What follows belongs to an exercise in optimizing a design on an open flow for small area; a production flow would make more cautious choices.
In this exercise RTL edits were held to simulation tests only and were not proved equivalent to the original.
No activity file was given, so power comes from the tool's default toggle rates.

## job 2525
==> flow/design.v <==
module wb_regfile_hilo #(
    parameter int DATA_W = 32,
    parameter int ADDR_W = 5
) (
    input  logic              clk,
    input  logic              rst,
    input  logic              we,
    input  logic [ADDR_W-1:0] waddr,
    input  logic [DATA_W-1:0] wdata,
    input  logic              re1,
    input  logic [ADDR_W-1:0] raddr1,
    output logic [DATA_W-1:0] rdata1,
    input  logic              re2,
    input  logic [ADDR_W-1:0] raddr2,
    output logic [DATA_W-1:0] rdata2,
    input  logic              whilo,
    input  logic [DATA_W-1:0] hi_i,
    input  logic [DATA_W-1:0] lo_i,
    output logic [DATA_W-1:0] hi_o,
    output logic [DATA_W-1:0] lo_o
);
    localparam int NUM_REGS = 2 ** ADDR_W;
    logic [DATA_W-1:0] gpr [1:NUM_REGS-1];
    logic [DATA_W-1:0] hi_q;
    logic [DATA_W-1:0] lo_q;
    logic [NUM_REGS-1:1] wm, wld, whold;
    logic [3:0] wlo;
    logic [7:0] whi;
    always_comb begin
        for (int j = 0; j < 4; j++) wlo[j] = (waddr[1:0] == 2'(j));
        for (int k = 0; k < 8; k++) whi[k] = we && (waddr[4:2] == 3'(k));
    end
    genvar r;
    generate
        for (r = 1; r < NUM_REGS; r++) begin : g_reg
            assign wm[r]    = wlo[r%4] && whi[r/4];
            assign wld[r]   = !rst && wm[r];
            assign whold[r] = !rst && !wm[r];
            logic [DATA_W-1:0] gpr_d;
            wb_rf_ao22 #(.W(DATA_W)) u_nxt (
                .a(wld[r]), .d(wdata), .b(whold[r]), .q(gpr[r]), .y(gpr_d));
            always_ff @(posedge clk) begin
                gpr[r] <= gpr_d;
            end
        end
    endgenerate
    logic hld, hhold;
    assign hld   = !rst && whilo;
    assign hhold = !rst && !whilo;
    logic [DATA_W-1:0] hi_d, lo_d;
    wb_rf_ao22 #(.W(DATA_W)) u_hi_nxt (.a(hld), .d(hi_i), .b(hhold), .q(hi_q), .y(hi_d));
    wb_rf_ao22 #(.W(DATA_W)) u_lo_nxt (.a(hld), .d(lo_i), .b(hhold), .q(lo_q), .y(lo_d));
    always_ff @(posedge clk) begin
        hi_q <= hi_d;
        lo_q <= lo_d;
    end
    assign hi_o = hi_q;
    assign lo_o = lo_q;
    logic [DATA_W*NUM_REGS-1:0] rd_in;
    always_comb begin
        rd_in[DATA_W-1:0] = wdata;
        for (int i = 1; i < NUM_REGS; i++) begin
            rd_in[DATA_W*i +: DATA_W] = gpr[i];
        end
    end
    logic [NUM_REGS-1:0] sel1, sel2;
    wb_rf_rdec u_dec1 (.rst(rst), .re(re1), .raddr(raddr1), .we(we), .waddr(waddr),
                       .wm(wm), .sel(sel1));
    wb_rf_rdec u_dec2 (.rst(rst), .re(re2), .raddr(raddr2), .we(we), .waddr(waddr),
                       .wm(wm), .sel(sel2));
    wb_regfile_andor #(.N(NUM_REGS), .W(DATA_W)) u_rd1 (.sel(sel1), .d(rd_in), .y(rdata1));
    wb_regfile_andor #(.N(NUM_REGS), .W(DATA_W)) u_rd2 (.sel(sel2), .d(rd_in), .y(rdata2));
endmodule
module wb_rf_rdec (
    input  logic        rst,
    input  logic        re,
    input  logic [4:0]  raddr,
    input  logic        we,
    input  logic [4:0]  waddr,
    input  logic [31:1] wm,
    output logic [31:0] sel
);
    logic       en;
    logic [3:0] lo;
    logic [7:0] hi;
    always_comb begin
        en = !rst && re;
        for (int j = 0; j < 4; j++) lo[j] = (raddr[1:0] == 2'(j));
        for (int k = 0; k < 8; k++) hi[k] = en && (raddr[4:2] == 3'(k));
        sel[0] = en && (raddr != '0) && we && (raddr == waddr);
        for (int i = 1; i < 32; i++) sel[i] = lo[i%4] && hi[i/4] && !wm[i];
    end
endmodule
module wb_regfile_andor #(
    parameter int N = 32,
    parameter int W = 32
) (
    input  logic [N-1:0]   sel,
    input  logic [N*W-1:0] d,
    output logic [W-1:0]   y
);
    logic [W-1:0] t [11];
    logic [W-1:0] u [3];
    genvar k;
    generate
        for (k = 0; k < 10; k++) begin : g_t
            wb_rf_aoi222 #(.W(W)) u_t (
                .a0(sel[3*k]),   .d0(d[W*(3*k)   +: W]),
                .a1(sel[3*k+1]), .d1(d[W*(3*k+1) +: W]),
                .a2(sel[3*k+2]), .d2(d[W*(3*k+2) +: W]),
                .y(t[k]));
        end
    endgenerate
    wb_rf_aoi22 #(.W(W)) u_t10 (
        .a0(sel[30]), .d0(d[W*30 +: W]), .a1(sel[31]), .d1(d[W*31 +: W]), .y(t[10]));
    wb_rf_nand4 #(.W(W)) u_u0 (.a(t[0]), .b(t[1]), .c(t[2]), .d(t[3]), .y(u[0]));
    wb_rf_nand4 #(.W(W)) u_u1 (.a(t[4]), .b(t[5]), .c(t[6]), .d(t[7]), .y(u[1]));
    wb_rf_nand3 #(.W(W)) u_u2 (.a(t[8]), .b(t[9]), .c(t[10]), .y(u[2]));
    wb_rf_or3   #(.W(W)) u_y  (.a(u[0]), .b(u[1]), .c(u[2]), .y(y));
endmodule
module wb_rf_ao22 #(parameter int W = 32) (
    input  logic         a,
    input  logic [W-1:0] d,
    input  logic         b,
    input  logic [W-1:0] q,
    output logic [W-1:0] y
);
    assign y = ({W{a}} & d) | ({W{b}} & q);
endmodule
module wb_rf_aoi222 #(parameter int W = 32) (
    input  logic         a0, a1, a2,
    input  logic [W-1:0] d0, d1, d2,
    output logic [W-1:0] y
);
    assign y = ~(({W{a0}} & d0) | ({W{a1}} & d1) | ({W{a2}} & d2));
endmodule
module wb_rf_aoi22 #(parameter int W = 32) (
    input  logic         a0, a1,
    input  logic [W-1:0] d0, d1,
    output logic [W-1:0] y
);
    assign y = ~(({W{a0}} & d0) | ({W{a1}} & d1));
endmodule
module wb_rf_nand4 #(parameter int W = 32) (
    input  logic [W-1:0] a, b, c, d,
    output logic [W-1:0] y
);
    assign y = ~(a & b & c & d);
endmodule
module wb_rf_nand3 #(parameter int W = 32) (
    input  logic [W-1:0] a, b, c,
    output logic [W-1:0] y
);
    assign y = ~(a & b & c);
endmodule
module wb_rf_or3 #(parameter int W = 32) (
    input  logic [W-1:0] a, b, c,
    output logic [W-1:0] y
);
    assign y = a | b | c;
endmodule
export LEC_CHECK = 0
export CAP_MARGIN = 0
export CORE_MARGIN = 2
export CORE_UTILIZATION = 50
export SETUP_SLACK_MARGIN = 0.2
export SLEW_MARGIN = 0
export SYNTH_HIERARCHICAL = 1
create_clock -name core_clock -period 6.0 [get_ports {clk}]
standard.sh (not shown) runs the stock make flow with config.mk's settings and CLKGATE_MAP_FILE= SYNTH_SCRIPT=/design/flow/synth_recipe.tcl, a recipe that flattens the netlist after the stock synthesis.
==> flow/flow/run.sh <==
#!/bin/bash
export BUFFER_PORTS_ARGS="-buffer_cell sky130_fd_sc_hd__buf_1"
export CTS_ARGS="-sink_clustering_enable -repair_clock_nets -dont_use_dummy_load -sink_clustering_size 14 -sink_clustering_max_diameter 60 -buf_list {sky130_fd_sc_hd__clkbuf_4 sky130_fd_sc_hd__clkbuf_8}"
bash standard.sh > standard.log 2>&1
Job 2525: full flow OK, the timing, design-rule and antenna checks passed
#### Input delta (job 3088 over job 2525)
Settings: CAP_MARGIN changed from 0 to 10; SLEW_MARGIN changed from 0 to 10; SETUP_SLACK_MARGIN changed from 0.2 to 0.3; CORE_UTILIZATION changed from 50 to 44.
==> flow/flow/run.sh <==
#!/bin/bash
export BUFFER_PORTS_ARGS="-buffer_cell sky130_fd_sc_hd__buf_1"
export CTS_ARGS="-sink_clustering_enable -repair_clock_nets -dont_use_dummy_load -sink_clustering_size 17 -sink_clustering_max_diameter 65 -buf_list {sky130_fd_sc_hd__clkbuf_4 sky130_fd_sc_hd__clkbuf_8}"
bash standard.sh > standard.log 2>&1
==> results.txt <==
Compared with job 2525, in job 3088 clock network fraction of design power went down 0.3 points, cell row count went up 7, clock-pin slew on the worst setup and hold paths lower, total power decreased by 0.81% relative to the old numbers, via count lower.
Job 3088 against job 2525: number of non-clock inverters comparable; combinational power share comparable; worst setup slack before clock tree synthesis went up.

## afterwards: timing with drivers on the ports
The flow's constraints put no driver on any port. The routed layouts listed below were extracted and timed again, unchanged, in two steps.
Step 1, drivers: a clkbuf_16 drives clk and a buf_2 each remaining input, both assumed.
Step 2 times the ports against the registers' clock, not the clock port: input delays grow and output delays shrink by t, the midpoint of the rising clock arrivals with the driver on.
Three values: no drivers, after step 1, after step 2; two values: the first two.
run | shift t [ns] | setup WS [ns] | hold slack, ns | clock arrival spread, ns | pins driven straight from the clock port
job 2525 | 0.807 | 0.157 / 0.040 / 0.040 | 0.474 / 0.474 / 0.474 | 0.107 / 0.107 | 1
job 3088 | 0.820 | 0.212 / 0.186 / 0.186 | 0.462 / 0.462 / 0.462 | 0.125 / 0.124 | 1
After both steps setup and hold are still met in every run listed. The setup slack of job 2525, which loses most, moves by -0.117 ns with the drivers and by -0.117 ns with both steps.
